Source: an optimization exercise on an open RTL-to-GDS flow (aim: small area, a short achievable clock period and few clock cycles per item). Production flows keep margins and buffers that such runs may drop.
Where RTL was checked, it was by simulation tests only, not by an equivalence proof against the original.
The RTL of run 6 was laid out without a check of its function.
Power and IR drop assume default switching activity.

## design/flow/design.v

```verilog
`default_nettype none
package sha1_pkg;
	localparam int word_bits    = 32;
	localparam int block_words  = 16;
	localparam int digest_words = 5;
	typedef logic [word_bits-1:0]              word_t;
	typedef logic [block_words*word_bits-1:0]  block_t;
	typedef logic [digest_words*word_bits-1:0] digest_t;
	typedef logic [1:0] group_t;
	localparam digest_t init_hash = {
		32'h67452301,
		32'hEFCDAB89,
		32'h98BADCFE,
		32'h10325476,
		32'hC3D2E1F0
	};
	localparam logic [4*word_bits-1:0] k_const = {
		32'hCA62C1D6,
		32'h8F1BBCDC,
		32'h6ED9EBA1,
		32'h5A827999
	};
	localparam int round_count = 80;
	localparam int group_len   = 20;
endpackage
`default_nettype wire
`default_nettype none
`timescale 1ns/10ps
module sha1_core (
	input  logic              clk,
	input  logic              reset,
	input  logic              start,
	input  sha1_pkg::block_t  block,
	output logic              busy,
	output logic              done,
	output sha1_pkg::digest_t hash
);
	localparam logic [31:0] iv_a = sha1_pkg::init_hash[159:128];
	localparam logic [31:0] iv_b = sha1_pkg::init_hash[127:96];
	localparam logic [31:0] iv_c = sha1_pkg::init_hash[95:64];
	localparam logic [31:0] iv_d = sha1_pkg::init_hash[63:32];
	localparam logic [31:0] iv_e = sha1_pkg::init_hash[31:0];
	localparam logic [31:0] k0   = sha1_pkg::k_const[31:0];
	localparam logic [31:0] z0   = ((iv_b & iv_c) | (~iv_b & iv_d)) + iv_e + k0;
	function automatic logic [31:0] rotl5(input logic [31:0] x);
		rotl5 = {x[26:0], x[31:27]};
	endfunction
	function automatic logic [31:0] rotl30(input logic [31:0] x);
		rotl30 = {x[1:0], x[31:2]};
	endfunction
	function automatic logic [31:0] rotl1(input logic [31:0] x);
		rotl1 = {x[30:0], x[31]};
	endfunction
	function automatic logic [31:0] kof(input logic [1:0] g);
		kof = sha1_pkg::k_const[g*32 +: 32];
	endfunction
	function automatic logic [1:0] gof(input logic [5:0] t);
		if (t < 6'd10)
			gof = 2'd0;
		else if (t < 6'd20)
			gof = 2'd1;
		else if (t < 6'd30)
			gof = 2'd2;
		else
			gof = 2'd3;
	endfunction
	function automatic logic [31:0] fof(input logic ch, input logic maj,
		input logic [31:0] x, input logic [31:0] y, input logic [31:0] z);
		if (ch)
			fof = (x & y) | (~x & z);
		else if (maj)
			fof = (x & y) | (x & z) | (y & z);
		else
			fof = x ^ y ^ z;
	endfunction
	logic           idle;
	logic           accept;
	logic           last;
	logic [5:0]     cnt;
	logic [1:0]     g_cur;       
	logic [1:0]     g_nxt;       
	logic           cur_ch, cur_maj, nxt_ch, nxt_maj;
	logic           fin;         
	logic [31:0]    a, b, c, d, p;
	logic [31:0]    win [16];
	logic [31:0]    x [18];
	logic [31:0]    a1, a2;
	logic [31:0]    z1s, z1c, t1, t2;
	logic [31:0]    s2, c2;
	logic [31:0]    f2, cn, kn, wn, ps, pc, fx, fy, sx, cx, sy, cy, s4, c4, s3, c3, p_next;
	assign accept = start && !busy;
	assign last   = (cnt == 6'd39);
	always_comb
	begin
		for (int i = 0; i < 16; i++)
			x[i] = win[i];
		for (int j = 0; j < 2; j++)
			x[16 + j] = rotl1(x[13 + j] ^ x[8 + j] ^ x[2 + j] ^ x[j]);
	end
	assign a1 = rotl5(a) + p;
	always_comb
	begin
		t2  = fin ? (kof(2'd3) + iv_a) : kof(g_cur);
		s2  = d ^ t2 ^ x[1];
		c2  = {((d & t2) | (d & x[1]) | (t2 & x[1])), 1'b0};
		t1  = fof(cur_ch, cur_maj, a, rotl30(b), c);
		z1s = s2 ^ c2 ^ t1;
		z1c = {((s2 & c2) | (s2 & t1) | (c2 & t1)), 1'b0};
	end
	always_comb
	begin
		s3 = rotl5(a1) ^ z1s ^ z1c;
		c3 = {((rotl5(a1) & z1s) | (rotl5(a1) & z1c) | (z1s & z1c)), 1'b0};
	end
	assign a2 = s3 + c3;
	always_comb
	begin
		if (!busy)
		begin
			kn = z0;
			wn = block[511:480];
		end
		else if (fin)
		begin
			kn = iv_e;
			wn = 32'd0;
		end
		else
		begin
			kn = kof(g_nxt);
			wn = x[2];
		end
		cn = c & {32{busy}};
		ps = cn ^ kn ^ wn;
		pc = {((cn & kn) | (cn & wn) | (kn & wn)), 1'b0};
		fy = fof(nxt_ch, nxt_maj, 32'd0, rotl30(a), rotl30(b)) & {32{busy && !fin}};
		fx = fof(nxt_ch, nxt_maj, 32'hFFFFFFFF, rotl30(a), rotl30(b)) & {32{busy && !fin}};
		for (int i = 0; i < 32; i++)
			f2[i] = a1[i] ? fx[i] : fy[i];
		s4 = f2 ^ ps ^ pc;
		c4 = (f2 & ps) | (f2 & pc) | (ps & pc);
	end
	assign p_next = s4 + {c4[30:0], 1'b0};
	always_ff @(posedge clk)
	begin
		p <= p_next;
		for (int i = 0; i < 16; i++)
			win[i] <= (x[i + 2] & {32{busy}}) | (block[(15 - i) * 32 +: 32] & {32{idle}});
		if (!busy)
		begin
			a       <= iv_a;
			b       <= iv_b;
			c       <= iv_c;
			d       <= iv_d;
			cnt     <= 6'd0;
			g_cur   <= 2'd0;
			g_nxt   <= 2'd0;
			cur_ch  <= 1'b1;
			cur_maj <= 1'b0;
			nxt_ch  <= 1'b1;
			nxt_maj <= 1'b0;
			fin     <= 1'b0;
		end
		else
		begin
			a       <= a2;
			b       <= a1;
			c       <= rotl30(a);
			d       <= rotl30(b);
			cnt     <= cnt + 6'd1;
			g_cur   <= g_nxt;
			g_nxt   <= gof(cnt + 6'd2);
			cur_ch  <= nxt_ch;
			cur_maj <= nxt_maj;
			nxt_ch  <= (gof(cnt + 6'd2) == 2'd0);
			nxt_maj <= (gof(cnt + 6'd2) == 2'd2);
			fin     <= (cnt == 6'd38);
		end
	end
	always_ff @(posedge clk)
	begin
		if (reset)
		begin
			busy <= 1'b0;
			idle <= 1'b1;
			done <= 1'b0;
		end
		else
		begin
			done <= busy && last;
			busy <= accept || (busy && !last);
			idle <= !(accept || (busy && !last));
		end
	end
	assign hash = {a, b + iv_b, c + iv_c, d + iv_d, p};
endmodule
`default_nettype wire
```

## design/flow/flow/run.sh

```bash
#!/bin/bash
# Standard layout, with plain buf_1 cells as the port buffers.
set -e
cp standard.sh standard_sh.log
cp config.mk config_mk.log
echo 'export BUFFER_PORTS_ARGS = -buffer_cell sky130_fd_sc_hd__buf_1' >> config.mk
bash standard.sh > standard.log 2>&1
```

## design/flow/standard.sh

```bash
#!/bin/bash
# synth_recipe.tcl (not shown) runs the flow's synth.tcl, then flattens the netlist and writes it again
# the make line also repeats each setting of config.mk as NAME=value (left out here)
make -C /OpenROAD-flow-scripts/flow DESIGN_CONFIG=/design/flow/config.mk WORK_HOME=/design/flow/orfs CLKGATE_MAP_FILE= SYNTH_SCRIPT=/design/flow/synth_recipe.tcl "${@:-finish}"
```

## design/flow/config.mk

```make
export PLATFORM = sky130hd
export DESIGN_NAME = sha1_core
export DESIGN_NICKNAME = sha1_core
export VERILOG_FILES = /design/flow/design.v
export SDC_FILE = /design/flow/constraint.sdc
export NUM_CORES = 4
export LEC_CHECK = 0
export ABC_AREA = 1
export CAP_MARGIN = 20
export CORE_MARGIN = 2
export CORE_UTILIZATION = 40
export CTS_CLUSTER_DIAMETER = 150
export CTS_CLUSTER_SIZE = 18
export SETUP_SLACK_MARGIN = 4
export SLEW_MARGIN = 20
export TNS_END_PERCENT = 20
export BUFFER_PORTS_ARGS = -buffer_cell sky130_fd_sc_hd__buf_1
```

## design/flow/constraint.sdc

```tcl
create_clock -name core_clock -period 8.5 [get_ports {clk}]
set_input_delay 1.7000 -clock core_clock [delete_from_list [all_inputs] [get_ports {clk}]]
set_output_delay 1.7000 -clock core_clock [all_outputs]
set_load 0.01 [all_outputs]
```

==> metrics.yaml, run 1 <==
die:
  dieArea_um2: 97800
  io_pins: 677
  rows: 113
  die_h_um: 313
  coreArea_um2: 94700
  start_util: 0.402
  die_w_um: 313
setup_path:
  slowest_stage: "dfxtp_4"
  critical_path_class: "reg2out"
  rr_worst_depth: 24
  arrival_ns: 2.78
  critical_path_required_ns: 6.80
  crit_chain: "inv_1, nor2_1, nand3_1, o22ai_4, buf_4, nand2_1, nand3_1, nand2_1, nand3_1, xor2_1, buf_1"
  startpoint: "b[10]"
  cp-start-kind: "flip-flop"
  cp_slowest_stage_delay_ns: 0.43
  setup.worst_path.end_class: "output port"
  r2r_start: "a[14]"
  critPathMostFrequentCell: "nand3_1"
  cp_max_fo: 9
timing:
  hold_violations: 0
  max_freq_ghz: 0.223
  tns_ns: 0
  slew-limit-headroom: 0.290
  rsz0062_at_grt: "true"
  worstMarginPinSlew_ns: 1.06
  holdWs_ns: 0.441
  layout_worst_path_cycle_share: 0.527
  maxSlewViolCount: 0
  min_period_ns: 4.48
  setup_viol: 0
  finalClockSkew_ns: 0.0495
routing:
  routed_wl_um: 185000
  highest_layer: "met5"
  drt_iter0_drc: 3611
  vias_per_cell: 5.59
  antenna_left: 0
  drtPass1Iterations: 6
  wl_per_cell_um: 29.2
  wl_met1_um: 69800
  vias: 35500
  drc: 0
  route.met2.wl_um: 85100
  dr_wl_met3_um: 16300
yosys:
  yosys.area.top_type: "dfxtp_1"
  synth_area_leaders: "dfxtp_1 36%, a22o_1 9.6%, fa_1 9.5%"
  mappedNetlistArea_um2: 38100
  synthDistinctLibCells: 61
  syn-num-nets: 5314
  synthFlopType: "dfxtp_1"
  synth.avg_cell_area_um2: 8.59
  synth_edf_count: 0
  synthTopCellsByCount: "735 x nand2_1, 690 x dfxtp_1, 568 x inv_1, 417 x a22o_1, 235 x xor2_1"
  yosysMostFrequentCell: "nand2_1"
  synthCells: 4437
  synth-seq-cells: 690
  yosys_warnings: 3
  seq_area_frac_synth: 0.362
  synth_top_area_share: 0.362
  async_flop_share: 0
global_routing:
  gr-total-overflow: 0
  first_global_vias: 33500
  grt_max_degree: 209
  antenna_found_initial: 46
  grt_pass1_wl_um: 252000
  grt_usage: 0.364
power:
  power_switching_mw: 11.8
  p_leak_nw: 20.3
  power_density_nw_per_um2: 482
  swShare: 0.539
  clock_power_share: 0.099
  seqPwrFrac: 0.211
  combPwrFrac: 0.690
  vdd_drop_max_mv: 0.398
  p_int_mw: 10.1
clocking:
  cts_made_buffers: 44
  clk_latency_ns: 0.66
  clkSinkCount: 690
  cts-root-buf: "clkbuf_16"
  htreeDepth: 2
  cts_buffer_depth: 3
  cts_tree: "built"
  path_clk_slew_ns: 0.09
finish:
  drive_above_1_share: 0.114
  layout.nets: 5931
  syn_to_final_growth_pct: 18.9
placed_design:
  post-dp-hpwl_um: 151000
  routabilityCongestion: 1.04
  portBuffers: 676
outcome:
  outcome: "complete, no violations"
min_path:
  holdCritPathClass: "reg2reg"
  whs_path_depth: 1
  hp-start: "win[11][20]"
flow_run:
  drv_cap: 0
power by group through the flow:
stage / combinational (mW) / clock, mW / sequential, mW
after floorplan: 8.33 / 0 / 4.30
after global routing: 16.3 / 2.29 / 4.63
after detailed placement: 12.7 / 0 / 4.62
final: 15.1 / 2.16 / 4.62
after CTS: 13.3 / 2.18 / 4.55
after global placement: 12.7 / 0 / 4.61
sequential cells by signal, summed over array words and instances (netlist names):
name and cells:
win 512, a 32, b 32, c 32, d 32, p 32, cnt 6, g_cur 2
g_nxt 2, busy 1, cur_ch 1, cur_maj 1, done 1, fin 1, idle 1, nxt_ch 1
nxt_maj 1
worst max-delay path, delay by kind of cell, from the launching register on:
kind,cells,cell delay (ns)
XOR/XNOR,1,0.20
flip-flops,1,0.43
buffers and inverters,3,0.45
AO/OA/AOI/OAI,1,0.32
AND/OR/NAND/NOR,6,0.75
cell usage in the layout, fill, tap and decap left out, types with 23 or more instances in the layout:
cell / netlist / routed
nand2_2: 5 / 30
o21ai_1: 26 / 30
inv_1: 568 / 555
inv_2: 15 / 23
a21oi_2: 11 / 44
ha_1: 181 / 133
fa_1: 181 / 176
a32o_1: 64 / 64
dfxtp_2: 0 / 39
nand3_1: 127 / 119
or2_2: 71 / 71
buf_4: 2 / 57
ha_4: 0 / 25
nand2_1: 735 / 702
nor2_2: 11 / 23
o22ai_1: 65 / 60
o21ai_0: 187 / 162
xor2_1: 235 / 224
a21oi_1: 214 / 168
ha_2: 0 / 23
diode_2: 0 / 27
nand4_1: 25 / 25
nor2_1: 220 / 199
a22o_1: 417 / 417
buf_1: 22 / 676
clkbuf_16: 0 / 44
dfxtp_1: 690 / 631
logic make-up (layout without fill, tap and decap cells):
| kind of cell | after synthesis | after routing | share of synthesized area |
|---|---|---|---|
| other | 0 | 27 | 0 |
| xor gates and xnor gates | 262 | 262 | 0.0608 |
| buffers and inverters | 772 | 1392 | 0.0766 |
| AOI/OAI and AO/OA | 1097 | 1097 | 0.206 |
| adders and majority gates | 362 | 362 | 0.155 |
| DFF | 690 | 690 | 0.362 |
| and+or+nand+nor | 1254 | 1255 | 0.140 |
final timing paths:
path	slack, ns	to
worst min-delay path	0.44	win[9][20]
worst max register to register	4.06	p[31]
worst min register to register	0.44	win[9][20]
worst max-delay path	4.02	hash[123]
cell type report:
| type | count | area (µm²) |
|---|---|---|
| Inverter | 584 | 2210 |
| Clock inverter | 5 | 75.1 |
| Fill cell | 9472 | 49400 |
| Tap cell | 1265 | 1580 |
| Antenna cell | 27 | 67.6 |
| Timing Repair inverter | 1 | 5.00 |
| Sequential cell | 690 | 13900 |
| Timing Repair Buffer | 757 | 3410 |
| Clock buffer | 45 | 1100 |
| Multi-Input combinational cell | 2976 | 22900 |
through the flow:
stage / instances / instance area (µm²) / setup slack [ns] / utilization / total power, mW
6_report: 6350 / 45300 / 4.02 / 0.478 / 21.8
2_1_floorplan: 4437 / 38100 / 4.06 / - / 12.6
3_5_place_dp: 6234 / 41900 / 2.85 / 0.442 / 17.3
4_1_cts: 6302 / 43800 / 3.90 / 0.463 / 20.0
5_1_grt: 6342 / 45300 / 3.91 / 0.478 / 23.2
3_3_place_gp: 6234 / 41900 / 2.89 / 0.442 / 17.3
per-layer routing:
layer / up-vias / global-route usage
met4: 32 / 0.228
met1: 17100 / 0.442
met2: 1814 / 0.590
met5: - / 0
li1: 16100 / -
met3: 463 / 0.0775
repair_timing:
action,in CTS,in global routing
pin swaps,7,41
endpoints found under the setup margin,90,90
resized for setup,133,312
hold buffers,0,0
setup buffers,12,21
cloned,6,0
hold endpoints to repair,0,0
Testbench counts, summed over its fixed seeds: cycles 5,248, items 128.
==> run 2, diff against run 1 <==
--- a/design/flow/config.mk
+++ b/design/flow/config.mk
@@ -14,4 +14,3 @@
 export SETUP_SLACK_MARGIN = 4
 export SLEW_MARGIN = 20
-export TNS_END_PERCENT = 20
 export BUFFER_PORTS_ARGS = -buffer_cell sky130_fd_sc_hd__buf_1
==> metrics.yaml, run 2 <==
finish:
  final_cell_mix: "700 x nand2_1, 672 x buf_1, 627 x dfxtp_1"  # was 702 x nand2_1, 676 x buf_1, 631 x dfxtp_1
  syn_to_final_growth_pct: 19.0  # was 18.9%
  fin_area_um2: 45400  # was 45300 µm²
  final_common_cell: "nand2_1"  # unchanged
  layout.nets: 5936  # was 5931
  fin_util: 0.479  # was 0.478
  drive_above_1_share: 0.117  # was 0.114
  top_register: "win"  # unchanged
  fillers: 9459  # was 9472
  largest_reg_flops: 512  # unchanged
global_routing:
  first_global_vias: 33500  # about the same
  grt_pass1_wl_um: 252000  # about the same
  grt_max_degree: 209  # unchanged
  gr-total-overflow: 0  # unchanged
  antenna_found_initial: 44  # was 46
  grt_usage: 0.364  # about the same
die:
  die_w_um: 313  # unchanged
  dieArea_um2: 97800  # unchanged
  coreArea_um2: 94700  # unchanged
  start_util: 0.402  # unchanged
  die_h_um: 313  # unchanged
  io_pins: 677  # unchanged
  rows: 113  # unchanged
routing:
  vias_per_cell: 5.58  # was 5.59
  drtPass1Iterations: 6  # unchanged
  vias: 35500  # about the same
  routed_wl_um: 186000  # was 185000 µm
  drc: 0  # unchanged
  drt_iter0_drc: 3541  # was 3611
  wl_per_cell_um: 29.2  # about the same
  antenna_left: 0  # unchanged
placed_design:
  post-dp-hpwl_um: 151000  # unchanged
  placed_cell_area_um2: 41900  # unchanged
  portBuffers: 676  # unchanged
  routabilityCongestion: 1.04  # unchanged
timing:
  finalClockSkew_ns: 0.0487  # was 0.0495 ns
  setup_viol: 0  # unchanged
  worstMarginPinSlew_ns: 1.04  # was 1.06 ns
  hold_violations: 0  # unchanged
  tns_ns: 0  # unchanged
  maxSlewViolCount: 0  # unchanged
  min_period_ns: 4.48  # about the same
  max_freq_ghz: 0.223  # about the same
  layout_worst_path_cycle_share: 0.527  # about the same
  slew-limit-headroom: 0.307  # was 0.290
  rsz0062_at_grt: "true"  # unchanged
power:
  p_int_mw: 9.98  # was 10.1 mW
  clock_power_share: 0.099  # about the same
  seqPwrFrac: 0.213  # was 0.211
  combPwrFrac: 0.688  # was 0.690
  power_density_nw_per_um2: 479  # was 482 nW/µm²
  swShare: 0.540  # was 0.539
  power_switching_mw: 11.7  # was 11.8 mW
  p_leak_nw: 20.3  # about the same
  vdd_drop_max_mv: 0.419  # was 0.398 mV
yosys:
  synth_area_leaders: "dfxtp_1 36%, a22o_1 9.6%, fa_1 9.5%"  # unchanged
  synth_edf_count: 0  # unchanged
  yosysMostFrequentCell: "nand2_1"  # unchanged
  synth-seq-cells: 690  # unchanged
  synthDistinctLibCells: 61  # unchanged
  synthFlopType: "dfxtp_1"  # unchanged
  synthTopCellsByCount: "735 x nand2_1, 690 x dfxtp_1, 568 x inv_1, 417 x a22o_1, 235 x xor2_1"  # unchanged
  synth.avg_cell_area_um2: 8.59  # unchanged
  seq_area_frac_synth: 0.362  # unchanged
  mappedNetlistArea_um2: 38100  # unchanged
  yosys_warnings: 3  # unchanged
  synth_top_area_share: 0.362  # unchanged
  yosys.area.top_type: "dfxtp_1"  # unchanged
  synthCells: 4437  # unchanged
  syn-num-nets: 5314  # unchanged
  async_flop_share: 0  # unchanged
clocking:
  cts_made_buffers: 44  # unchanged
  cts_buffer_depth: 3  # unchanged
  clkSinkCount: 690  # unchanged
  clk_latency_ns: 0.66  # about the same
  htreeDepth: 2  # unchanged
  cts_hold_buf: 0  # unchanged
  path_clk_slew_ns: 0.10  # was 0.09 ns
  cts-root-buf: "clkbuf_16"  # unchanged
  cts_tree: "built"  # unchanged
setup_path:
  arrival_ns: 2.78  # about the same
  cp-start-kind: "flip-flop"  # unchanged
  critical_path_required_ns: 6.80  # about the same
  slowest_stage: "dfxtp_4"  # unchanged
  setup.worst_path.end_class: "output port"  # unchanged
  cp_slowest_stage_delay_ns: 0.44  # was 0.43 ns
  critical_path_class: "reg2out"  # unchanged
  cp_max_fo: 9  # unchanged
  crit_chain: "inv_1, nor2_1, nand3_2, o22ai_4, buf_4, nand2_1, nand3_1, nand2_1, nand3_1, xor2_1, buf_1"  # was inv_1, nor2_1, nand3_1, o22ai_4, buf_4, nand2_1, nand3_1, nand2_1, nand3_1, xor2_1, buf_1
outcome:
  outcome: "complete, no violations"  # unchanged
min_path:
  holdCritPathClass: "reg2reg"  # unchanged
flow_run:
  drv_cap: 0  # unchanged
==> run 2: power by group through the flow <==
| stage | Sequential, mW | Clock [mW] | Combinational (mW) |
|---|---|---|---|
| after floorplan | 4.30 | 0 | 8.33 |
| after global placement | 4.61 | 0 | 12.7 |
| after detailed placement | 4.62 | 0 | 12.7 |
| after CTS | 4.56 | 2.18 | 13.3 |
| after global routing | 4.64 | 2.29 | 16.2 |
| final | 4.61 | 2.16 | 14.9 |
==> run 2: final timing paths <==
| kind | from | endpoint | slack [ns] | depth (start not counted) |
|---|---|---|---|---|
| setup reg to reg | a[27] | p[23] | 4.07 | 18 |
| setup / recovery | b[10] | hash[123] | 4.02 | 11 |
| hold / removal | win[11][20] | win[9][20] | 0.44 | 1 |
| hold reg to reg | win[11][20] | win[9][20] | 0.44 | 1 |
==> run 2: area by class of cell <==
| cell class | instances | area, µm² | share of cell area |
|---|---|---|---|
| diodes | 27 | 67.6 | 0.00149 |
| clock buffers | 45 | 1100 | 0.0244 |
| clock inverters | 5 | 75.1 | 0.00165 |
| inverters | 584 | 2210 | 0.0488 |
| multi-input cells | 2976 | 22900 | 0.506 |
| flip-flops and latches | 690 | 13900 | 0.307 |
| well taps | 1265 | 1580 | 0.0349 |
| repair buffers | 762 | 3430 | 0.0755 |
| repair inverters | 1 | 5.00 | 0.000110 |
==> run 2: metal layers <==
| layer | vias up | track usage | part of all wire |
|---|---|---|---|
| met5 | - | 0 | 0.00094 |
| met4 | 28 | 0.224 | 0.071 |
| met3 | 424 | 0.0744 | 0.086 |
| met2 | 1756 | 0.593 | 0.46 |
| met1 | 17200 | 0.444 | 0.38 |
| li1 | 16100 | - | - |
==> run 2: critical path, delay by kind of cell, from the launching register on <==
kind | cells | cell delay (ns)
AO/OA/AOI/OAI | 1 | 0.29
XOR/XNOR | 1 | 0.21
buffers and inverters | 3 | 0.46
flip-flops | 1 | 0.44
AND/OR/NAND/NOR | 6 | 0.76
==> run 2: repair_timing <==
item                       in CTS  in global routing
setup endpoints to repair      90                 81
gates cloned                    6                  0
pin swaps                      11                 42
setup buffers                  12                 26
gates resized for setup       176                286
==> run 2: logic make-up after synthesis <==
family	Yosys count	share of synthesized area
compound gates	1097	0.206
xor+xnor	262	0.0608
fa+ha+maj	362	0.155
buf+inv	772	0.0766
flops	690	0.362
simple gates	1254	0.140
==> run 2: through the flow <==
stage | setup slack, ns | total power [mW] | cells | hold slack (ns)
after floorplan | 4.06 | 12.6 | 4437 | 0.433
after global placement | 2.89 | 17.3 | 6234 | 0.435
after detailed placement | 2.85 | 17.3 | 6234 | 0.439
after CTS | 3.91 | 20.1 | 6302 | 0.440
after global routing | 3.90 | 23.1 | 6348 | 0.461
final | 4.02 | 21.7 | 6355 | 0.444
==> run 3, diff against run 2 <==
--- a/design/flow/config.mk
+++ b/design/flow/config.mk
@@ -12,5 +12,5 @@
 export CTS_CLUSTER_DIAMETER = 150
 export CTS_CLUSTER_SIZE = 18
-export SETUP_SLACK_MARGIN = 4
+export SETUP_SLACK_MARGIN = 3.6
 export SLEW_MARGIN = 20
 export BUFFER_PORTS_ARGS = -buffer_cell sky130_fd_sc_hd__buf_1
==> metrics.yaml, run 3 <==
die:
  rows: 113  # unchanged
  die_h_um: 313  # unchanged
  dieArea_um2: 97800  # unchanged
  start_util: 0.402  # unchanged
  die_w_um: 313  # unchanged
  coreArea_um2: 94700  # unchanged
  io_pins: 677  # unchanged
yosys:
  synth_edf_count: 0  # unchanged
  synth_top_area_share: 0.362  # unchanged
  async_flop_share: 0  # unchanged
  synthCells: 4437  # unchanged
  syn-num-nets: 5314  # unchanged
  synth-seq-cells: 690  # unchanged
  yosys_warnings: 3  # unchanged
  synthFlopType: "dfxtp_1"  # unchanged
  synthTopCellsByCount: "735 x nand2_1, 690 x dfxtp_1, 568 x inv_1, 417 x a22o_1, 235 x xor2_1"  # unchanged
  seq_area_frac_synth: 0.362  # unchanged
  yosysMostFrequentCell: "nand2_1"  # unchanged
  mappedNetlistArea_um2: 38100  # unchanged
  yosys.area.top_type: "dfxtp_1"  # unchanged
  synth.avg_cell_area_um2: 8.59  # unchanged
  synthDistinctLibCells: 61  # unchanged
  synth_area_leaders: "dfxtp_1 36%, a22o_1 9.6%, fa_1 9.5%"  # unchanged
timing:
  tns_ns: 0  # unchanged
  max_freq_ghz: 0.210  # was 0.223 GHz
  layout_worst_path_cycle_share: 0.560  # was 0.527
  setup_viol: 0  # unchanged
  min_period_ns: 4.76  # was 4.48 ns
  worstMarginPinSlew_ns: 1.12  # was 1.04 ns
  hold_violations: 0  # unchanged
  slew-limit-headroom: 0.250  # was 0.307
  holdWs_ns: 0.433  # was 0.444 ns
  maxSlewViolCount: 0  # unchanged
  finalClockSkew_ns: 0.0428  # was 0.0487 ns
  rsz0062_at_grt: "true"  # unchanged
global_routing:
  grt_usage: 0.353  # was 0.364
  gr-total-overflow: 0  # unchanged
  antenna_found_initial: 49  # was 44
  grt_pass1_wl_um: 246000  # was 252000 µm
  first_global_vias: 33300  # was 33500
  grt_max_degree: 180  # was 209
clocking:
  path_clk_slew_ns: 0.10  # about the same
  cts_buffer_depth: 3  # unchanged
  clkSinkCount: 690  # unchanged
  cts_made_buffers: 44  # unchanged
  clk_latency_ns: 0.65  # was 0.66 ns
  cts_hold_buf: 0  # unchanged
  cts_tree: "built"  # unchanged
  htreeDepth: 2  # unchanged
  cts-root-buf: "clkbuf_16"  # unchanged
placed_design:
  placed_cell_area_um2: 41900  # about the same
  portBuffers: 676  # unchanged
  routabilityCongestion: 1.03  # was 1.04
  post-dp-hpwl_um: 149000  # was 151000 µm
setup_path:
  critical_path_class: "reg2reg"  # was reg2out
  cp-start-kind: "flip-flop"  # unchanged
  arrival_ns: 5.30  # was 2.78 ns
  setup.worst_path.end_class: "flip-flop"  # was output port
  critical_path_required_ns: 9.04  # was 6.80 ns
  cp_max_fo: 33  # was 9
finish:
  fin_util: 0.462  # was 0.479
  drive_above_1_share: 0.0665  # was 0.117
  layout.nets: 5908  # was 5936
  final_common_cell: "nand2_1"  # unchanged
  fin_area_um2: 43700  # was 45400 µm²
  final_cell_mix: "726 x nand2_1, 679 x dfxtp_1, 676 x buf_1"  # was 700 x nand2_1, 672 x buf_1, 627 x dfxtp_1
  top_register: "win"  # unchanged
  fillers: 9710  # was 9459
  largest_reg_flops: 512  # unchanged
  syn_to_final_growth_pct: 14.7  # was 19.0%
outcome:
  outcome: "complete, no violations"  # unchanged
routing:
  drtPass1Iterations: 5  # was 6
  drt_iter0_drc: 3600  # was 3541
  vias_per_cell: 5.52  # was 5.58
  wl_per_cell_um: 28.4  # was 29.2 µm
  vias: 34900  # was 35500
  antenna_left: 0  # unchanged
  drc: 0  # unchanged
  routed_wl_um: 180000  # was 186000 µm
power:
  vdd_drop_max_mv: 0.385  # was 0.419 mV
  p_total_mw: 20.3  # was 21.7 mW
  p_leak_nw: 20.0  # was 20.3 nW
  power_density_nw_per_um2: 465  # was 479 nW/µm²
flow_run:
  drv_cap: 0  # unchanged
min_path:
  holdCritPathClass: "reg2reg"  # unchanged
-- run 3: cell types whose count changed in the layout (fill, tap and decap cells not counted), moves of 18 or more --
cell     before  now
dfxtp_1     627  679
ha_1        137  176
dfxtp_2      43    8
a21oi_1     171  202
nand2_1     700  726
ha_4         24    0
nand2_2      31   11
nor2_1      193  211
-- run 3: per-stage QoR --
step | std cells | worst slack [ns]
after global routing | 6324 | 3.50
after detailed placement | 6238 | 3.30
final | 6333 | 3.74
after floorplan | 4437 | 3.94
after global placement | 6238 | 3.23
after CTS | 6291 | 3.57
-- run 3: layout make-up --
cell class                      count  area [µm²]  share of cell area
Multi-Input combinational cell   2975       21800               0.498
Timing Repair inverter              1        7.51            0.000172
Sequential cell                   690       13800               0.316
Clock buffer                       46        1120              0.0256
Tap cell                         1265        1580              0.0362
Antenna cell                       31        77.6             0.00177
Clock inverter                      6         116             0.00266
Timing Repair Buffer              735        3030              0.0692
Inverter                          584        2200              0.0503
-- run 3: logic make-up (layout without fill, tap and decap cells) --
| group | Yosys count | in the layout | share of synthesized area |
|---|---|---|---|
| buffers and inverters | 772 | 1372 | 0.0766 |
| AND/OR/NAND/NOR | 1254 | 1254 | 0.140 |
| AO/OA/AOI/OAI | 1097 | 1097 | 0.206 |
| XOR/XNOR | 262 | 262 | 0.0608 |
| other | 0 | 31 | 0 |
| adder cells (fa/ha/maj) | 362 | 362 | 0.155 |
| flip-flops | 690 | 690 | 0.362 |
-- run 3: timing repair --
item                                   CTS  global route
endpoints found under the hold margin    0             0
gates cloned                             1             0
setup buffers                            0            11
setup endpoints to repair               30            44
pin swaps                                0             3
resized for setup                       19            87
-- run 3: worst paths after layout --
path / startpoint / endpoint / slack, ns / cells past startpoint
setup reg to reg: cur_maj / a[20] / 3.74 / 21
hold reg to reg: win[4][22] / win[2][22] / 0.43 / 1
setup / recovery: cur_maj / a[20] / 3.74 / 21
hold / removal: win[4][22] / win[2][22] / 0.43 / 1
-- run 3: per-layer routing --
layer	part of all wire	GRT usage	up-vias	routed length (µm)
li1	-	-	16000	-
met1	0.39	0.430	16800	69700
met2	0.46	0.576	1672	83200
met3	0.081	0.0730	383	14500
met4	0.067	0.214	34	12000
met5	0.0013	0	-	234
-- run 3: worst max-delay path, cell delays in order (launching register included) --
cell and delay, ns:
dfxtp_1 0.34, buf_6 0.30, clkinvlp_4 0.29, buf_4 0.31
a21oi_1 0.16, nand2_1 0.06, o21ai_0 0.29, fa_1 0.52
inv_1 0.08, fa_1 0.42, ha_1 0.38, nand2_1 0.12
nor2_2 0.24, nand2_1 0.10, o21ai_2 0.30, nand2_1 0.09
nand2_1 0.07, inv_1 0.08, o21bai_1 0.24, nand2_1 0.08
nand2_1 0.07, nor2_1 0.07
-- run 3: power by group --
part | total (mW) | switching (mW) | internal [mW] | leakage [nW]
logic | 13.6 | 9.13 | 4.43 | 13.6
clock network | 2.21 | 1.23 | 0.981 | 0.602
registers | 4.57 | 0.761 | 3.81 | 5.79
total | 20.3 | 11.1 | 9.22 | 20.0
==> run 4, diff against run 3 <==
--- a/design/flow/config.mk
+++ b/design/flow/config.mk
@@ -9,8 +9,8 @@
 export CAP_MARGIN = 20
 export CORE_MARGIN = 2
-export CORE_UTILIZATION = 40
+export CORE_UTILIZATION = 55
 export CTS_CLUSTER_DIAMETER = 150
 export CTS_CLUSTER_SIZE = 18
-export SETUP_SLACK_MARGIN = 3.6
+export SETUP_SLACK_MARGIN = 4
 export SLEW_MARGIN = 20
 export BUFFER_PORTS_ARGS = -buffer_cell sky130_fd_sc_hd__buf_1
==> metrics.yaml, run 4 <==
clocking:
  cts_made_buffers: 44  # unchanged
  clk_latency_ns: 0.65  # about the same
  htreeDepth: 2  # unchanged
  cts_tree: "built"  # unchanged
  cts_hold_buf: 0  # unchanged
  clkSinkCount: 690  # unchanged
  path_clk_slew_ns: 0.10  # about the same
  cts-root-buf: "clkbuf_16"  # unchanged
  cts_buffer_depth: 3  # unchanged
min_path:
  min_to: "win[4][19]"  # was win[2][22]
  whs_path_depth: 1  # unchanged
  holdCritPathClass: "reg2reg"  # unchanged
  hp-start: "win[6][19]"  # was win[4][22]
yosys:
  yosysMostFrequentCell: "nand2_1"  # unchanged
  synthFlopType: "dfxtp_1"  # unchanged
  synth_edf_count: 0  # unchanged
  synth-seq-cells: 690  # unchanged
  synth_top_area_share: 0.362  # unchanged
  seq_area_frac_synth: 0.362  # unchanged
  synthCells: 4437  # unchanged
  synthDistinctLibCells: 61  # unchanged
  synth.avg_cell_area_um2: 8.59  # unchanged
  synthTopCellsByCount: "735 x nand2_1, 690 x dfxtp_1, 568 x inv_1, 417 x a22o_1, 235 x xor2_1"  # unchanged
  yosys.area.top_type: "dfxtp_1"  # unchanged
  syn-num-nets: 5314  # unchanged
  async_flop_share: 0  # unchanged
  yosys_warnings: 3  # unchanged
  mappedNetlistArea_um2: 38100  # unchanged
  synth_area_leaders: "dfxtp_1 36%, a22o_1 9.6%, fa_1 9.5%"  # unchanged
die:
  rows: 96  # was 113
  dieArea_um2: 71400  # was 97800 µm²
  io_pins: 677  # unchanged
  die_h_um: 267  # was 313 µm
  coreArea_um2: 68600  # was 94700 µm²
  die_w_um: 267  # was 313 µm
  start_util: 0.556  # was 0.402
global_routing:
  gr-total-overflow: 0  # unchanged
  grt_pass1_wl_um: 230000  # was 246000 µm
  grt_usage: 0.452  # was 0.353
  grt_max_degree: 212  # was 180
  first_global_vias: 32800  # was 33300
  antenna_found_initial: 34  # was 49
timing:
  maxSlewViolCount: 0  # unchanged
  worstMarginPinSlew_ns: 1.09  # was 1.12 ns
  tns_ns: 0  # unchanged
  rsz0062_at_grt: "true"  # unchanged
  slew-limit-headroom: 0.273  # was 0.250
  layout_worst_path_cycle_share: 0.527  # was 0.560
  setup_viol: 0  # unchanged
  holdWs_ns: 0.445  # was 0.433 ns
  hold_violations: 0  # unchanged
  max_freq_ghz: 0.223  # was 0.210 GHz
  finalClockSkew_ns: 0.0420  # was 0.0428 ns
  min_period_ns: 4.48  # was 4.76 ns
flow_run:
  drv_cap: 0  # unchanged
finish:
  syn_to_final_growth_pct: 16.4  # was 14.7%
  layout.nets: 5913  # was 5908
  fin_cells: 5996  # was 6333
  top_register: "win"  # unchanged
  final_common_cell: "nand2_1"  # unchanged
  final_cell_mix: "712 x nand2_1, 672 x buf_1, 630 x dfxtp_1"  # was 726 x nand2_1, 679 x dfxtp_1, 676 x buf_1
  fin_util: 0.647  # was 0.462
  drive_above_1_share: 0.100  # was 0.0665
  largest_reg_flops: 512  # unchanged
routing:
  routed_wl_um: 166000  # was 180000 µm
  antenna_left: 0  # unchanged
  drc: 0  # unchanged
  vias_per_cell: 5.97  # was 5.52
  drt_iter0_drc: 4284  # was 3600
  vias: 35800  # was 34900
  wl_per_cell_um: 27.8  # was 28.4 µm
  drtPass1Iterations: 6  # was 5
setup_path:
  setup.worst_path.end_class: "output port"  # was flip-flop
  critical_path_class: "reg2out"  # was reg2reg
  cp_max_fo: 7  # was 33
  r2r_start: "a[27]"  # was cur_maj
  rr_endpoint: "p[23]"  # was a[20]
  critical_path_required_ns: 6.80  # was 9.04 ns
  rr_worst_depth: 18  # was 21
  worst-r2r-setup-slack_ns: 4.03  # was 3.74 ns
  cp-start-kind: "flip-flop"  # unchanged
  arrival_ns: 2.78  # was 5.30 ns
power:
  p_leak_nw: 20.2  # was 20.0 nW
  vdd_drop_max_mv: 0.412  # was 0.385 mV
  power_density_nw_per_um2: 470  # was 465 nW/µm²
placed_design:
  portBuffers: 676  # unchanged
  post-dp-hpwl_um: 134000  # was 149000 µm
  routabilityCongestion: 1.02  # was 1.03
  dp.cells: 5889  # was 6238
outcome:
  outcome: "complete, no violations"  # unchanged
==> run 4: layout make-up <==
| cell class | instances | area, µm² |
|---|---|---|
| fill | 6065 | 24200 |
| timing repair buffer | 741 | 3210 |
| sequential | 690 | 13900 |
| antenna | 26 | 65.1 |
| clock buffer | 45 | 1100 |
| multi-input combinational | 2975 | 22600 |
| clock inverter | 4 | 96.3 |
| inverter | 584 | 2200 |
| tap | 931 | 1160 |
==> run 4: worst max-delay path by stage <==
stage                      endpoint        from  slack [ns]  cells after the start
final                     hash[126]       b[14]        4.02                      8
after global routing          p[23]       a[27]        3.89                     18
after global placement        p[28]         fin        2.95                     13
after CTS                     p[22]        a[2]        3.97                     20
after floorplan               p[27]  block[481]        4.06                     15
after detailed placement      p[29]         fin        2.82                     19
==> run 4: what timing repair did <==
item                                    CTS  global route
setup buffers                            10            20
pin swaps                                 5            31
cloned                                    1             1
gates resized for setup                 149           210
endpoints found under the setup margin   87            72
==> run 4: metal layers <==
metal	GRT usage	wire (µm)	share of wire	vias to the layer above
li1	-	-	-	16000
met1	0.556	61100	0.37	17100
met2	0.704	74100	0.45	2166
met3	0.0901	16300	0.098	514
met4	0.341	14800	0.089	14
met5	0	88	0.00053	-
==> run 4: critical path, stage by stage, from the launching register on <==
cell,delay [ns]
dfxtp_1,0.54
inv_1,0.28
nor2_1,0.29
nand4_1,0.20
o21ai_4,0.27
nand2_1,0.07
nand2_1,0.07
xor2_1,0.23
buf_1,0.18
==> run 4: per-stage QoR <==
step / power, mW / cell area (µm²) / setup WS (ns)
finish: 20.9 / 44400 / 4.02
global placement: 16.8 / 41400 / 2.95
floorplan: 12.6 / 38100 / 4.06
global route: 22.1 / 44400 / 3.89
detailed placement: 16.8 / 41400 / 2.82
CTS: 19.4 / 43300 / 3.97
==> run 4: power breakdown <==
group          total, mW  switching (mW)  internal, mW
clock network       2.14            1.20         0.944
registers           4.61           0.779          3.83
logic               14.1            9.28          4.84
==> run 4: kinds of logic after synthesis <==
kind of cell / share of synthesized area
adders and majority gates: 0.155
AOI/OAI and AO/OA: 0.206
buffers and inverters: 0.0766
DFF: 0.362
xor gates and xnor gates: 0.0608
and+or+nand+nor: 0.140
==> run 5, diff against run 4 <==
--- a/design/flow/config.mk
+++ b/design/flow/config.mk
@@ -9,5 +9,5 @@
 export CAP_MARGIN = 20
 export CORE_MARGIN = 2
-export CORE_UTILIZATION = 55
+export CORE_UTILIZATION = 65
 export CTS_CLUSTER_DIAMETER = 150
 export CTS_CLUSTER_SIZE = 18
==> metrics.yaml, run 5 <==
outcome:
  outcome: "complete, no violations"  # unchanged
setup_path:
  crit_chain: "buf_4, ha_1, a21oi_1, o21a_1, o211ai_1, a21oi_1, nand2_1, nand2_1, nand2_2, ha_1, xnor2_1, ha_1, nand2_1, o21a_1, o21ai_4, inv_1, o21ai_2, nand4_1, nand4_1, nand3_1"  # was inv_1, nor2_1, nand4_1, o21ai_4, nand2_1, nand2_1, xor2_1, buf_1
  cp-start-kind: "flip-flop"  # unchanged
  cp_max_fo: 8  # was 7
  arrival_ns: 5.04  # was 2.78 ns
  critical_path_required_ns: 9.00  # was 6.80 ns
  slowest_stage: "ha_1"  # was dfxtp_1
  cp_slowest_stage_delay_ns: 0.34  # was 0.54 ns
  setup.worst_path.end_class: "flip-flop"  # was output port
  critical_path_class: "reg2reg"  # was reg2out
routing:
  drtPass1Iterations: 7  # was 6
  route.met2.wl_um: 69800  # was 74100 µm
  drc: 0  # unchanged
  vias: 37900  # was 35800
  dr_wl_met3_um: 24500  # was 16300 µm
  routed_wl_um: 170000  # was 166000 µm
  drt_iter0_drc: 5822  # was 4284
  wl_met1_um: 56200  # was 61100 µm
  highest_layer: "met5"  # unchanged
  wl_per_cell_um: 29.1  # was 27.8 µm
  vias_per_cell: 6.47  # was 5.97
  antenna_left: 0  # unchanged
yosys:
  yosysMostFrequentCell: "nand2_1"  # unchanged
  synth-seq-cells: 690  # unchanged
  syn-num-nets: 5314  # unchanged
  synth.avg_cell_area_um2: 8.59  # unchanged
  seq_area_frac_synth: 0.362  # unchanged
  mappedNetlistArea_um2: 38100  # unchanged
  yosys_warnings: 3  # unchanged
  synthFlopType: "dfxtp_1"  # unchanged
  synthCells: 4437  # unchanged
  async_flop_share: 0  # unchanged
  synth_top_area_share: 0.362  # unchanged
  synth_edf_count: 0  # unchanged
  yosys.area.top_type: "dfxtp_1"  # unchanged
  synthTopCellsByCount: "735 x nand2_1, 690 x dfxtp_1, 568 x inv_1, 417 x a22o_1, 235 x xor2_1"  # unchanged
  synth_area_leaders: "dfxtp_1 36%, a22o_1 9.6%, fa_1 9.5%"  # unchanged
  synthDistinctLibCells: 61  # unchanged
clocking:
  cts_tree: "built"  # unchanged
  clkSinkCount: 690  # unchanged
  cts-root-buf: "clkbuf_16"  # unchanged
  path_clk_slew_ns: 0.09  # was 0.10 ns
  cts_buffer_depth: 3  # unchanged
  cts_hold_buf: 0  # unchanged
  clk_latency_ns: 0.65  # about the same
  htreeDepth: 2  # unchanged
  cts_made_buffers: 44  # unchanged
timing:
  tns_ns: 0  # unchanged
  layout_worst_path_cycle_share: 0.534  # was 0.527
  slew-limit-headroom: 0.223  # was 0.273
  worstMarginPinSlew_ns: 1.16  # was 1.09 ns
  setup_viol: 0  # unchanged
  min_period_ns: 4.54  # was 4.48 ns
  final.setup.worst_slack_ns: 3.96  # was 4.02 ns
  max_freq_ghz: 0.220  # was 0.223 GHz
  rsz0062_at_grt: "true"  # unchanged
  holdWs_ns: 0.452  # was 0.445 ns
  hold_violations: 0  # unchanged
  finalClockSkew_ns: 0.0441  # was 0.0420 ns
  maxSlewViolCount: 0  # unchanged
finish:
  syn_to_final_growth_pct: 16.0  # was 16.4%
  largest_reg_flops: 512  # unchanged
  fin_cells: 5857  # was 5996
  drive_above_1_share: 0.100  # about the same
  top_register: "win"  # unchanged
  fin_util: 0.765  # was 0.647
  layout.nets: 5922  # was 5913
  final_common_cell: "nand2_1"  # unchanged
  final_cell_mix: "712 x nand2_1, 673 x buf_1, 621 x dfxtp_1"  # was 712 x nand2_1, 672 x buf_1, 630 x dfxtp_1
die:
  dieArea_um2: 60600  # was 71400 µm²
  die_w_um: 246  # was 267 µm
  coreArea_um2: 57800  # was 68600 µm²
  die_h_um: 246  # was 267 µm
  io_pins: 677  # unchanged
  start_util: 0.659  # was 0.556
  rows: 88  # was 96
power:
  p_leak_nw: 20.2  # about the same
  power_density_nw_per_um2: 474  # was 470 nW/µm²
  vdd_drop_max_mv: 0.425  # was 0.412 mV
placed_design:
  place_ws_ns: 2.77  # was 2.82 ns
  post-dp-hpwl_um: 132000  # was 134000 µm
  portBuffers: 676  # unchanged
  dp.cells: 5719  # was 5889
  routabilityCongestion: 1.12  # was 1.02
global_routing:
  grt_max_degree: 226  # was 212
  antenna_found_initial: 49  # was 34
  grt_usage: 0.534  # was 0.452
  first_global_vias: 34500  # was 32800
  grt_pass1_wl_um: 232000  # was 230000 µm
  gr-total-overflow: 0  # unchanged
min_path:
  holdCritPathClass: "reg2reg"  # unchanged
flow_run:
  drv_cap: 0  # unchanged
## run 5: where the power goes
part           internal (mW)  switching (mW)
clock network          0.944            1.20
registers               3.84           0.860
logic                   4.88            9.25
total                   9.66            11.3
## run 5: path summary, 6_finish.rpt
check,from,end,slack (ns),cells past startpoint
worst min register to register,win[11][2],win[9][2],0.45,1
worst max register to register,a[20],a[24],3.96,20
worst max-delay path,a[20],a[24],3.96,20
worst min-delay path,win[11][2],win[9][2],0.45,1
## run 5: critical path, delay by kind of cell, from the launching register on
family	cells	cell delay [ns]
AO/OA/AOI/OAI	7	1.67
XOR/XNOR	1	0.13
adder cells (fa/ha/maj)	3	1.01
buffers and inverters	2	0.32
flip-flops	1	0.32
AND/OR/NAND/NOR	7	0.96
## run 5: cell type report
class                           count  area, µm²
Multi-Input combinational cell   2975      22500
Sequential cell                   690      14000
Fill cell                        4080      13600
Timing Repair Buffer              750       3260
Inverter                          584       2200
Clock buffer                       45       1100
Tap cell                          765        957
Antenna cell                       44        110
Clock inverter                      4       96.3
## run 5: logic make-up (layout without fill, tap and decap cells)
| kind of cell | Yosys count | in the layout | share of synthesized area |
|---|---|---|---|
| simple gates | 1254 | 1254 | 0.140 |
| compound gates | 1097 | 1097 | 0.206 |
| buf+inv | 772 | 1383 | 0.0766 |
| flops | 690 | 690 | 0.362 |
| fa+ha+maj | 362 | 362 | 0.155 |
| xor+xnor | 262 | 262 | 0.0608 |
| other cells | 0 | 44 | 0 |
## run 5: metal layers
| layer | global-route usage | vias up |
|---|---|---|
| li1 | - | 16100 |
| met1 | 0.648 | 17600 |
| met2 | 0.766 | 3292 |
| met3 | 0.154 | 915 |
| met4 | 0.486 | 18 |
| met5 | 0 | - |
## run 5: repair_timing
item,CTS,global route
setup endpoints to repair,75,68
setup buffers,7,36
resized for setup,136,221
pin swaps,5,43
cloned,1,1
## run 5: through the flow
step | instance area [µm²] | power [mW]
CTS | 43000 | 19.3
global placement | 41100 | 16.5
floorplan | 38100 | 12.6
finish | 44200 | 21.0
detailed placement | 41100 | 16.6
global route | 44200 | 22.1
==> run 6, diff against run 5 <==
--- a/design/flow/design.v
+++ b/design/flow/design.v
@@ -67,12 +67,23 @@
 	function automatic logic [31:0] fof(input logic ch, input logic maj,
 		input logic [31:0] x, input logic [31:0] y, input logic [31:0] z);
+		logic [31:0] f1;
+		logic [31:0] f0;
 		if (ch)
-			fof = (x & y) | (~x & z);
+		begin
+			f1 = y;
+			f0 = z;
+		end
 		else if (maj)
-			fof = (x & y) | (x & z) | (y & z);
-		else
-			fof = x ^ y ^ z;
-	endfunction
-	logic           idle;
+		begin
+			f1 = y | z;
+			f0 = y & z;
+		end
+		else
+		begin
+			f1 = ~(y ^ z);
+			f0 = y ^ z;
+		end
+		fof = (x & f1) | (~x & f0);
+	endfunction
 	logic           accept;
 	logic           last;
@@ -88,4 +99,5 @@
 	logic [31:0]    z1s, z1c, t1, t2;
 	logic [31:0]    s2, c2;
+	logic [31:0]    r5, zx, zo, za, px, po, pa;
 	logic [31:0]    f2, cn, kn, wn, ps, pc, fx, fy, sx, cx, sy, cy, s4, c4, s3, c3, p_next;
 	assign accept = start && !busy;
@@ -110,34 +122,48 @@
 	always_comb
 	begin
-		s3 = rotl5(a1) ^ z1s ^ z1c;
-		c3 = {((rotl5(a1) & z1s) | (rotl5(a1) & z1c) | (z1s & z1c)), 1'b0};
-	end
-	assign a2 = s3 + c3;
+		zx = z1s ^ z1c;
+		zo = z1s | z1c;
+		za = z1s & z1c;
+		r5 = rotl5(a1);
+		s3 = r5 ^ zx;
+		for (int i = 0; i < 32; i++)
+			c3[i] = r5[i] ? zo[i] : za[i];
+	end
+	assign a2 = s3 + {c3[30:0], 1'b0};
 	always_comb
 	begin
 		if (!busy)
-		begin
 			kn = z0;
-			wn = block[511:480];
-		end
 		else if (fin)
-		begin
 			kn = iv_e;
-			wn = 32'd0;
-		end
-		else
-		begin
+		else
 			kn = kof(g_nxt);
-			wn = x[2];
-		end
+		wn = x[2] & {32{busy && !fin}};
 		cn = c & {32{busy}};
 		ps = cn ^ kn ^ wn;
 		pc = {((cn & kn) | (cn & wn) | (kn & wn)), 1'b0};
-		fy = fof(nxt_ch, nxt_maj, 32'd0, rotl30(a), rotl30(b)) & {32{busy && !fin}};
-		fx = fof(nxt_ch, nxt_maj, 32'hFFFFFFFF, rotl30(a), rotl30(b)) & {32{busy && !fin}};
+		if (!busy)
+		begin
+			fy = block[511:480];
+			fx = block[511:480];
+		end
+		else if (fin)
+		begin
+			fy = 32'd0;
+			fx = 32'd0;
+		end
+		else
+		begin
+			fy = fof(nxt_ch, nxt_maj, 32'd0, rotl30(a), rotl30(b));
+			fx = fof(nxt_ch, nxt_maj, 32'hFFFFFFFF, rotl30(a), rotl30(b));
+		end
 		for (int i = 0; i < 32; i++)
 			f2[i] = a1[i] ? fx[i] : fy[i];
-		s4 = f2 ^ ps ^ pc;
-		c4 = (f2 & ps) | (f2 & pc) | (ps & pc);
+		px = ps ^ pc;
+		po = ps | pc;
+		pa = ps & pc;
+		s4 = f2 ^ px;
+		for (int i = 0; i < 32; i++)
+			c4[i] = f2[i] ? po[i] : pa[i];
 	end
 	assign p_next = s4 + {c4[30:0], 1'b0};
@@ -145,8 +171,8 @@
 	begin
 		p <= p_next;
-		for (int i = 0; i < 16; i++)
-			win[i] <= (x[i + 2] & {32{busy}}) | (block[(15 - i) * 32 +: 32] & {32{idle}});
 		if (!busy)
 		begin
+			for (int i = 0; i < 16; i++)
+				win[i] <= block[(15 - i) * 32 +: 32];
 			a       <= iv_a;
 			b       <= iv_b;
@@ -164,4 +190,6 @@
 		else
 		begin
+			for (int i = 0; i < 16; i++)
+				win[i] <= x[i + 2];
 			a       <= a2;
 			b       <= a1;
@@ -183,5 +211,4 @@
 		begin
 			busy <= 1'b0;
-			idle <= 1'b1;
 			done <= 1'b0;
 		end
@@ -190,5 +217,4 @@
 			done <= busy && last;
 			busy <= accept || (busy && !last);
-			idle <= !(accept || (busy && !last));
 		end
 	end
--- a/design/flow/config.mk
+++ b/design/flow/config.mk
@@ -9,7 +9,5 @@
 export CAP_MARGIN = 20
 export CORE_MARGIN = 2
-export CORE_UTILIZATION = 65
-export CTS_CLUSTER_DIAMETER = 150
-export CTS_CLUSTER_SIZE = 18
+export CORE_UTILIZATION = 40
 export SETUP_SLACK_MARGIN = 4
 export SLEW_MARGIN = 20
==> metrics.yaml, run 6 <==
timing:
  rsz0062_at_grt: "true"  # unchanged
  worstMarginPinSlew_ns: 0.938  # was 1.16 ns
  finalClockSkew_ns: 0.0278  # was 0.0441 ns
  hold_violations: 0  # unchanged
  slew-limit-headroom: 0.374  # was 0.223
  min_period_ns: 4.46  # was 4.54 ns
  setup_viol: 0  # unchanged
  max_freq_ghz: 0.224  # was 0.220 GHz
  layout_worst_path_cycle_share: 0.525  # was 0.534
  final.setup.worst_slack_ns: 4.04  # was 3.96 ns
  tns_ns: 0  # unchanged
  maxSlewViolCount: 0  # unchanged
routing:
  drt_iter0_drc: 4019  # was 5822
  vias: 41300  # was 37900
  vias_per_cell: 5.21  # was 6.47
  routed_wl_um: 202000  # was 170000 µm
  antenna_left: 0  # unchanged
  drtPass1Iterations: 13  # was 7
  drc: 0  # unchanged
  wl_per_cell_um: 25.5  # was 29.1 µm
yosys:
  yosys.area.top_type: "dfxtp_1"  # unchanged
  yosysMostFrequentCell: "nand2_1"  # unchanged
  yosys_warnings: 3  # unchanged
  synthFlopType: "dfxtp_1"  # unchanged
  async_flop_share: 0  # unchanged
  synthDistinctLibCells: 58  # was 61
  synth_top_area_share: 0.334  # was 0.362
  mappedNetlistArea_um2: 41300  # was 38100 µm²
  synth.avg_cell_area_um2: 7.20  # was 8.59 µm²
  synthCells: 5733  # was 4437
  synth_edf_count: 0  # unchanged
  synthTopCellsByCount: "2131 x nand2_1, 689 x dfxtp_1, 592 x inv_1, 363 x ha_1, 324 x o21ai_0"  # was 735 x nand2_1, 690 x dfxtp_1, 568 x inv_1, 417 x a22o_1, 235 x xor2_1
  synth_area_leaders: "dfxtp_1 33%, nand2_1 19%, ha_1 11%"  # was dfxtp_1 36%, a22o_1 9.6%, fa_1 9.5%
  seq_area_frac_synth: 0.334  # was 0.362
  syn-num-nets: 6701  # was 5314
  synth-seq-cells: 689  # was 690
setup_path:
  cp-start-kind: "flip-flop"  # unchanged
  setup.worst_path.end_class: "output port"  # was flip-flop
  critical_path_class: "reg2out"  # was reg2reg
  arrival_ns: 2.76  # was 5.04 ns
  critical_path_required_ns: 6.80  # was 9.00 ns
  cp_max_fo: 5  # was 8
min_path:
  holdCritPathClass: "reg2reg"  # unchanged
finish:
  final_common_cell: "nand2_1"  # unchanged
  largest_reg_flops: 512  # unchanged
  layout.nets: 7447  # was 5922
  syn_to_final_growth_pct: 23.8  # was 16.0%
  final_cell_mix: "2078 x nand2_1, 662 x buf_1, 610 x dfxtp_1"  # was 712 x nand2_1, 673 x buf_1, 621 x dfxtp_1
  fillers: 10400  # was 4080
  top_register: "win"  # unchanged
  drive_above_1_share: 0.122  # was 0.100
  fin_util: 0.501  # was 0.765
  fin_area_um2: 51100  # was 44200 µm²
die:
  start_util: 0.405  # was 0.659
  die_h_um: 325  # was 246 µm
  dieArea_um2: 106000  # was 60600 µm²
  io_pins: 677  # unchanged
  coreArea_um2: 102000  # was 57800 µm²
  die_w_um: 325  # was 246 µm
  rows: 117  # was 88
global_routing:
  grt_usage: 0.359  # was 0.534
  grt_pass1_wl_um: 272000  # was 232000 µm
  antenna_found_initial: 36  # was 49
  first_global_vias: 38500  # was 34500
  gr-total-overflow: 0  # unchanged
  grt_max_degree: 185  # was 226
placed_design:
  place_ws_ns: 3.14  # was 2.77 ns
  placed_cell_area_um2: 45100  # was 41100 µm²
  post-dp-hpwl_um: 161000  # was 132000 µm
  routabilityCongestion: 1.01  # was 1.12
  portBuffers: 676  # unchanged
clocking:
  clkSinkCount: 689  # was 690
  cts_made_buffers: 80  # was 44
  cts_tree: "built"  # unchanged
  htreeDepth: 3  # was 2
  clk_latency_ns: 0.68  # was 0.65 ns
  path_clk_slew_ns: 0.06  # was 0.09 ns
  cts_buffer_depth: 3  # unchanged
  cts-root-buf: "clkbuf_16"  # unchanged
flow_run:
  drv_cap: 0  # unchanged
power:
  vdd_drop_max_mv: 0.448  # was 0.425 mV
  p_leak_nw: 24.7  # was 20.2 nW
  p_total_mw: 25.0  # was 21.0 mW
  power_density_nw_per_um2: 489  # was 474 nW/µm²
outcome:
  outcome: "complete, no violations"  # unchanged
run 6: stage by stage:
step | instances | hold WS (ns)
floorplan | 5733 | 0.403
global placement | 7621 | 0.406
detailed placement | 7621 | 0.407
CTS | 7800 | 0.421
global route | 7915 | 0.435
finish | 7923 | 0.421
run 6: final timing paths:
check / start / endpoint / slack, ns / cells past startpoint
worst max register to register: a[27] / p[31] / 4.10 / 22
worst max-delay path: c[14] / hash[94] / 4.04 / 10
worst min-delay path: win[10][2] / win[8][2] / 0.42 / 2
worst min register to register: win[10][2] / win[8][2] / 0.42 / 2
run 6: cells by family after synthesis:
group	count (synthesis)	synth area share
AOI/OAI and AO/OA	784	0.106
xor gates and xnor gates	376	0.0807
adders and majority gates	453	0.154
and+or+nand+nor	2625	0.252
buffers and inverters	806	0.0737
DFF	689	0.334
run 6: routing by layer:
layer / global-route usage / share of wire / vias to the layer above
met4: 0.219 / 0.074 / 28
met2: 0.623 / 0.48 / 1939
li1: - / - / 19400
met5: 0 / 0.00090 / -
met3: 0.0696 / 0.076 / 528
met1: 0.406 / 0.37 / 19400
run 6: layout make-up:
type,count,area [µm²],area share
Sequential cell,689,14000,0.273
Tap cell,1368,1710,0.0335
Timing Repair Buffer,864,4440,0.0868
Clock inverter,34,444,0.00869
Clock buffer,109,2290,0.0448
Inverter,604,2380,0.0465
Multi-Input combinational cell,4238,25800,0.505
Timing Repair inverter,2,22.5,0.000441
Antenna cell,15,37.5,0.000734
run 6: worst max-delay path, cell delays in order (launching register included):
cell	delay, ns
dfxtp_1	0.49
inv_1	0.19
nand2_1	0.13
nand2_1	0.08
nand2_1	0.09
inv_1	0.06
o21ai_0	0.28
nand2_1	0.10
nand3_1	0.19
xor2_1	0.30
buf_1	0.19
run 6: what timing repair did:
| action | in CTS | in global routing |
|---|---|---|
| hold buffers | 0 | 0 |
| endpoints found under the hold margin | 0 | 0 |
| gates cloned | 5 | 8 |
| setup buffers | 31 | 100 |
| resized for setup | 210 | 330 |
| pin swaps | 19 | 80 |
| endpoints found under the setup margin | 90 | 70 |
run 6: report_power, final:
part	internal, mW	switching [mW]
clock	2.11	1.52
sequential	3.87	0.788
combinational	6.03	10.7
total	12.0	13.0

[separate check: timing with driven ports]
How much do the figures lean on ideal ports? The routed layouts below were timed once more, with nothing changed but the port constraints. Step 1 (the two cells are an assumption about what drives the block):
set clk [get_ports {clk}]
set_driving_cell -lib_cell sky130_fd_sc_hd__clkbuf_16 $clk
set_driving_cell -lib_cell sky130_fd_sc_hd__buf_2 [delete_from_list [all_inputs] $clk]
Step 2 adds t to the input delays and takes it off the output delays; t is the mean of the earliest and latest rising clock arrival at the registers after step 1. Input paths then give back, and output paths get back, about the clock's delay inside the block. Slacks: no drivers / after step 1 / after step 2; pairs: no drivers / after step 1.
run | shift t [ns] | slack for setup (ns) | slew at the worst register clock pin (ns) | worst data-port slew with drivers (ns)
run 1 | 0.718 | 4.021 / 3.941 / 3.440 | 0.10 / 0.10 | 0.23
run 2 | 0.720 | 4.019 / 3.937 / 3.407 | 0.10 / 0.10 | 0.21
run 3 | 0.714 | 3.737 / 3.661 / 3.310 | 0.10 / 0.10 | 0.21
run 4 | 0.688 | 4.024 / 3.970 / 3.416 | 0.10 / 0.10 | 0.18
run 5 | 0.690 | 3.958 / 3.922 / 3.372 | 0.10 / 0.10 | 0.19
run 6 | 0.742 | 4.036 / 3.957 / 3.840 | 0.07 / 0.07 | 0.14
After both steps setup and hold are still met in every run listed. The setup slack of run 2, which loses most, moves by -0.082 ns with the drivers and by -0.612 ns with both steps.
